Background: an optimization exercise with open tools, aiming at small area and a short achievable clock period. Do not read the settings as production practice.
At most, simulation tests tie the RTL to the original design; equivalence was not proved.

## inv_shift_sub_stage
module inv_shift_sub_stage #(
    parameter int TAG_W = 4
) (
    input  logic             CLK,
    input  logic             RST_N,
    input  logic             IN_VALID,
    output logic             IN_READY,
    input  logic [0:127]     IN,
    input  logic [TAG_W-1:0] IN_TAG,
    output logic             OUT_VALID,
    input  logic             OUT_READY,
    output logic [0:127]     OUT,
    output logic [TAG_W-1:0] OUT_TAG
);
For scale: about 3100 cells after synthesis, about 270 I/O pins, ~0.030 sq mm of cells after synthesis.
export LEC_CHECK = 0
export CAP_MARGIN = 20
export CORE_MARGIN = 2
export CORE_UTILIZATION = 40
export PLACE_DENSITY = 0.55
export SETUP_SLACK_MARGIN = 2.5
export SLEW_MARGIN = 20
export SYNTH_HIERARCHICAL = 1
create_clock -name core_clock -period 5.0 [get_ports {CLK}]
standard.sh (not shown) runs the stock make flow with config.mk's settings and CLKGATE_MAP_FILE= SYNTH_SCRIPT=/design/flow/synth_recipe.tcl, a recipe that flattens the netlist after the stock synthesis.
==> flow/flow/run.sh <==
#!/bin/bash
set -euo pipefail
bash standard.sh BUFFER_PORTS_ARGS="-buffer_cell sky130_fd_sc_hd__buf_2" finish > run_make.log 2>&1
Then changed:
Settings changed: CORE_UTILIZATION 40 to 22, PLACE_DENSITY 0.55 to 0.3.
After rerunning:
- via count barely changes
- global-route usage falls by 4.9 points
- hold slack stays flat

* * *

Another version of the RTL of inv_shift_sub_stage (not shown whole).
For scale: ~2,800 cells after synthesis, about 330 flip-flops, roughly 270 I/O pins, roughly 27,000 um^2 of cells after synthesis.
Settings: LEC_CHECK=0, CAP_MARGIN=20, CORE_MARGIN=2, CORE_UTILIZATION=35, CTS_CLUSTER_DIAMETER=200, CTS_CLUSTER_SIZE=30, PLACE_DENSITY=0.45, SETUP_SLACK_MARGIN=2.5, SLEW_MARGIN=20, SYNTH_HIERARCHICAL=1, TNS_END_PERCENT=0; clock period 5.0 ns.
Scripts as last shown in full above: flow/flow/run.sh
Rerun with:
Settings changed: CORE_UTILIZATION 35 to 22, CTS_CLUSTER_DIAMETER 200 to not set, CTS_CLUSTER_SIZE 30 to not set, PLACE_DENSITY 0.45 to 0.3.
Effect: Via count climbs by 0.97%. Wire length climbs by 18%. Synthesized cell count does not change. Die area climbs by 58%. Design area climbs by 6.7%. Area after synthesis does not change. Core utilization drops by 13 points. Count of clock-buffer cells in the layout climbs by 36. Critical path depth climbs by 2.
Rerun with:
Settings changed: CORE_UTILIZATION 22 to 35, CTS_CLUSTER_DIAMETER set to 150, CTS_CLUSTER_SIZE set to 24, PLACE_DENSITY 0.3 to 0.45.
=> Final area goes down by 6.2%; routed wire length goes down by 15%; clock skew goes down by 0.017 ns; sequential share of layout area goes up by 2.0 points.
Rerun with:
Settings changed: CORE_UTILIZATION 35 to 22, CTS_CLUSTER_DIAMETER 150 to not set, CTS_CLUSTER_SIZE 24 to not set, PLACE_DENSITY 0.45 to 0.3, SETUP_SLACK_MARGIN 2.5 to 2.6.
Result:
- The changed run completed without violations
- critical path depth rose by 2
- final area grows by a few percent
- sequential cell count is unchanged
- wire length grows by about a fifth
- first-iteration DRC count climbs by a little under a tenth
- worst setup slack improves by 0.017 ns
Rerun with:
Settings changed: CORE_UTILIZATION 22 to 35, CTS_CLUSTER_DIAMETER set to 200, CTS_CLUSTER_SIZE set to 20, PLACE_DENSITY 0.3 to 0.45, SETUP_SLACK_MARGIN 2.6 to 2.5.
What happened: Final cell count goes down by roughly a tenth; synthesized area does not change; critical path depth goes up by 1; count of clock-buffer cells in the layout goes down by 29; core utilization goes up by 13 points.

* * *

Another version of the RTL of inv_shift_sub_stage (not shown whole).
Size in the first run: about 2800 cells after synthesis, roughly 270 I/O pins, about 27000 µm² of cells after synthesis.
clock: 5.0 ns
lec_check: 0
cap_margin: 20
core_margin: 2
core_utilization: 35
cts_cluster_diameter: 200
cts_cluster_size: 20
place_density: 0.45
setup_slack_margin: 2.6
slew_margin: 20
synth_hierarchical: 1
tns_end_percent: 0
Scripts as last shown in full above: flow/flow/run.sh
Then changed:
- SETUP_SLACK_MARGIN: 2.6 -> 2.5
Effect: The changed run went through all stages and came out clean; routed wire length came out lower by 0.99%; die area does not change; synthesized area stays the same; clock-buffer cell count stays the same.
Function was not checked in any run of this note: the RTL went through the layout flow alone.

* * *

inv_shift_sub_stage, a different RTL version from the one above (not shown whole).
Size: roughly 2,800 cells after synthesis, ~270 I/O pins.
export LEC_CHECK = 0
export CAP_MARGIN = 20
export CORE_MARGIN = 2
export CORE_UTILIZATION = 35
export CTS_CLUSTER_DIAMETER = 200
export CTS_CLUSTER_SIZE = 20
export PLACE_DENSITY = 0.45
export SETUP_SLACK_MARGIN = 2.6
export SLEW_MARGIN = 20
export SYNTH_HIERARCHICAL = 1
export TNS_END_PERCENT = 0
create_clock -name core_clock -period 5.0 [get_ports {CLK}]
Scripts as last shown in full above: flow/flow/run.sh
The starting point finished with timing, DRC and antenna clean.
==> next run, changes <==
Settings changed: SETUP_SLACK_MARGIN 2.6 to 2.5.
What happened: Critical path depth does not change; area after synthesis is unchanged; global-route usage does not change; synthesized cell count stays the same; worst setup slack barely changes; cell area stays flat.

* * *

Another version of the RTL of inv_shift_sub_stage (not shown whole).
Size in the first run: ~2700 cells after synthesis, ~330 flip-flops, roughly 27000 um2 of cells after synthesis.
export LEC_CHECK = 0
export CAP_MARGIN = 20
export CORE_MARGIN = 2
export CORE_UTILIZATION = 22
export CTS_BUF_LIST = sky130_fd_sc_hd__clkbuf_4 sky130_fd_sc_hd__clkbuf_8
export CTS_CLUSTER_SIZE = 20
export PLACE_DENSITY = 0.3
export SETUP_SLACK_MARGIN = 2.35
export SLEW_MARGIN = 20
export SYNTH_HIERARCHICAL = 1
create_clock -name core_clock -period 5.0 [get_ports {CLK}]
Scripts as last shown in full above: flow/flow/run.sh
The baseline ran to the end with no violations.
Next try:
- CTS_BUF_LIST: sky130_fd_sc_hd__clkbuf_4 sky130_fd_sc_hd__clkbuf_8 -> not set
- CTS_CLUSTER_SIZE: 20 -> not set
- SETUP_SLACK_MARGIN: 2.35 -> 2.2
What happened: Routed wire length came out lower by a few percent; global-route usage shrinks by 0.29 points; design area came out lower by a few percent.
Next try:
- SETUP_SLACK_MARGIN: 2.2 -> 2.5
Effect: The changed run completed with no timing, DRC or antenna violations. Design area came out higher by a little under a tenth. First-iteration DRC count came out higher by roughly a tenth. Count of clock-buffer cells in the layout drops by 2. Clock skew fell by 0.0040 ns. Die area does not change.
Next try:
- CORE_UTILIZATION: 22 -> 15
- PLACE_DENSITY: 0.3 -> 0.25
- SETUP_SLACK_MARGIN: 2.5 -> 2.35
Result: Sequential share of layout area increases by 0.44 points. Worst setup slack got worse by 0.074 ns. Global-route usage drops by 2.7 points. Core utilization went down by 9.7 points. Area after synthesis does not change.
Next try:
- CORE_UTILIZATION: 15 -> 22
- PLACE_DENSITY: 0.25 -> 0.3
- SETUP_SLACK_MARGIN: 2.35 -> 2.0
The new run completed without violations. Final cell count shrinks by about a fifth. Worst setup slack is worse by 0.18 ns. Area after synthesis stays the same. Non-clock buffer count shrinks by 114. Final area shrinks by a little under a tenth. Via count shrinks slightly.
Function was not checked in any run of this note: the RTL went through the layout flow alone.

* * *

inv_shift_sub_stage, a different RTL version from the one above (not shown whole).
Size: ~2700 cells after synthesis, roughly 270 I/O pins, about 27000 sq um of cells after synthesis.
Settings: LEC_CHECK=0, CAP_MARGIN=20, CORE_MARGIN=2, CORE_UTILIZATION=22, PLACE_DENSITY=0.3, SETUP_SLACK_MARGIN=2.7, SLEW_MARGIN=20, SYNTH_HIERARCHICAL=1, TNS_END_PERCENT=0; clock period 5.0 ns.
Scripts as last shown in full above: flow/flow/run.sh
==> next run, changes <==
--- a/flow/config.mk
+++ b/flow/config.mk
@@ -10,6 +10,5 @@
 export CORE_UTILIZATION = 22
 export PLACE_DENSITY = 0.3
-export SETUP_SLACK_MARGIN = 2.7
+export SETUP_SLACK_MARGIN = 2.35
 export SLEW_MARGIN = 20
 export SYNTH_HIERARCHICAL = 1
-export TNS_END_PERCENT = 0
Wire length went down by about 3%.
Worst setup slack gets worse by 23 ps.
Core utilization drops by 0.86 points.
Non-clock buffer count shrinks by 36.
Design area drops by 3.1%.
Sequential share of layout area went up by 0.91 points.
==> next run, changes <==
--- a/flow/config.mk
+++ b/flow/config.mk
@@ -10,5 +10,6 @@
 export CORE_UTILIZATION = 22
 export PLACE_DENSITY = 0.3
-export SETUP_SLACK_MARGIN = 2.35
+export SETUP_SLACK_MARGIN = 2.5
 export SLEW_MARGIN = 20
 export SYNTH_HIERARCHICAL = 1
+export TNS_END_PERCENT = 0
=>
- setup slack barely changes
- global-route usage went up by 0.14 points
- wire length is higher by 0.91%
- die area stays the same
- core utilization rises by 0.16 points
- design area rises by about 0.6%
- synthesized area does not change
- hold slack hardly moves
No run of this note included a check of the RTL's function; only the layout flow was run.

* * *

run 1:
RTL: one of the versions met above, not the one the previous note started from.
Size: ~330 flip-flops, ~27000 µm² of cells after synthesis.
Settings: LEC_CHECK=0, CAP_MARGIN=20, CORE_MARGIN=2, CORE_UTILIZATION=22, PLACE_DENSITY=0.3, SETUP_SLACK_MARGIN=2.35, SLEW_MARGIN=20, SYNTH_HIERARCHICAL=1; clock period 5.0 ns.
Scripts as last shown in full above: flow/flow/run.sh
Relative to run 1, the following input files were edited for run 2:
Settings: a change of CORE_UTILIZATION from 22 to 35; a change of PLACE_DENSITY from 0.3 to 0.45.
Run 2 gives more hold slack than run 1 did.
Run 1 has lower weighted congestion at the end of routability-driven global placement than run 2.
In the metrics for run 1 and run 2, the one carrying the lower via count is run 2.
Delta(iteration-0 DRC count of the detailed router, run 2 - run 1) < 0
Diff run 1 and run 2: cell total after placement higher in run 1
Diff run 1 -> run 2: final period utilization went down by 0.35 points; global-route track usage on met3 went up by 0.58 points.
Here is what was changed in the inputs of run 3 compared with run 2.
Settings: CORE_UTILIZATION now 22, was 35; TNS_END_PERCENT now 10, previously not set; PLACE_DENSITY now 0.3, was 0.45.
Between run 3 and run 2, critical path depth is lower for run 3, run 2 comes in above that. The final reports for run 3 and run 2 show length of routed wiring on met1 higher in the former. Number of placed cells counting well taps (run 3 vs. run 2) increases by more than 10%. Compared with run 2, in run 3 deepest clock path buffer count flat, routed wire length higher. Ratio of final minimum period to clock period: higher on run 3. Looking at the reports, run 3 completed the entire flow and the layout it produced met the timing, DRC and antenna checks. | net count reported at finish | run 2 vs run 3 | ≈ equal |. Clock-buffer cell count ends up higher on run 3. NOTE post-detailed-route via-to-cell ratio run 2->run 3 decreased by more than 10%.
No functional check of the RTL was part of any run of this note.

re-timing with driven ports:
The results above use ideal ports. As a check the final layouts listed here were re-extracted and re-timed, cells and wires unchanged.
Step 1: set_driving_cell puts a clkbuf_16 on CLK and a buf_2 on each other input, an assumption about the parent block.
Step 2 also shifts input and output timing later by t, the mid clock arrival at the registers, as if the neighbouring blocks saw the same clock.
a / b / c = ideal ports / drivers / drivers and shift; a / b = the first two.
run	t, ns	slack for setup (ns)	worst register clock-pin slew, ns	worst data-port slew with drivers (ns)
the first run of note 1	0.633	2.446 / 2.393 / 2.098	0.06 / 0.06	0.07
the second run of note 1	0.674	2.579 / 2.518 / 2.006	0.07 / 0.07	0.16
the first run of note 2	0.598	2.566 / 2.571 / 1.973	0.13 / 0.13	0.16
the second run of note 2	0.693	2.530 / 2.530 / 1.933	0.06 / 0.06	0.17
the third run of note 2	0.597	2.528 / 2.562 / 1.965	0.11 / 0.11	0.16
the fourth run of note 2	0.694	2.545 / 2.545 / 1.933	0.06 / 0.06	0.17
the fifth run of note 2	0.620	2.565 / 2.565 / 1.976	0.10 / 0.10	0.16
the first run of note 3	0.617	2.573 / 2.573 / 2.022	0.09 / 0.09	0.07
the second run of note 3	0.613	2.553 / 2.553 / 2.017	0.09 / 0.09	0.08
the first run of note 4	0.619	2.628 / 2.608 / 2.087	0.10 / 0.10	0.08
the second run of note 4	0.620	2.626 / 2.608 / 2.086	0.10 / 0.10	0.08
the first run of note 5	0.716	2.403 / 2.349 / 1.907	0.07 / 0.07	0.14
the second run of note 5	0.658	2.352 / 2.290 / 1.908	0.06 / 0.06	0.14
the third run of note 5	0.659	2.496 / 2.496 / 2.000	0.06 / 0.06	0.18
the fourth run of note 5	0.700	2.422 / 2.372 / 1.879	0.06 / 0.06	0.10
the fifth run of note 5	0.657	2.238 / 2.214 / 1.907	0.06 / 0.06	0.14
the first run of note 6	0.663	2.485 / 2.485 / 2.006	0.06 / 0.06	0.20
the second run of note 6	0.668	2.462 / 2.462 / 1.915	0.06 / 0.06	0.12
the third run of note 6	0.669	2.464 / 2.464 / 1.904	0.06 / 0.06	0.11
run 1	0.657	2.435 / 2.381 / 1.907	0.06 / 0.06	0.14
run 2	0.627	2.452 / 2.436 / 1.934	0.06 / 0.06	0.10
run 3	0.659	2.364 / 2.322 / 1.908	0.06 / 0.06	0.14
After both steps every run listed still meets setup and hold. For the fourth run of note 2, which loses most, drivers alone change the setup slack by 0.000 ns; drivers and shift together by -0.612 ns.
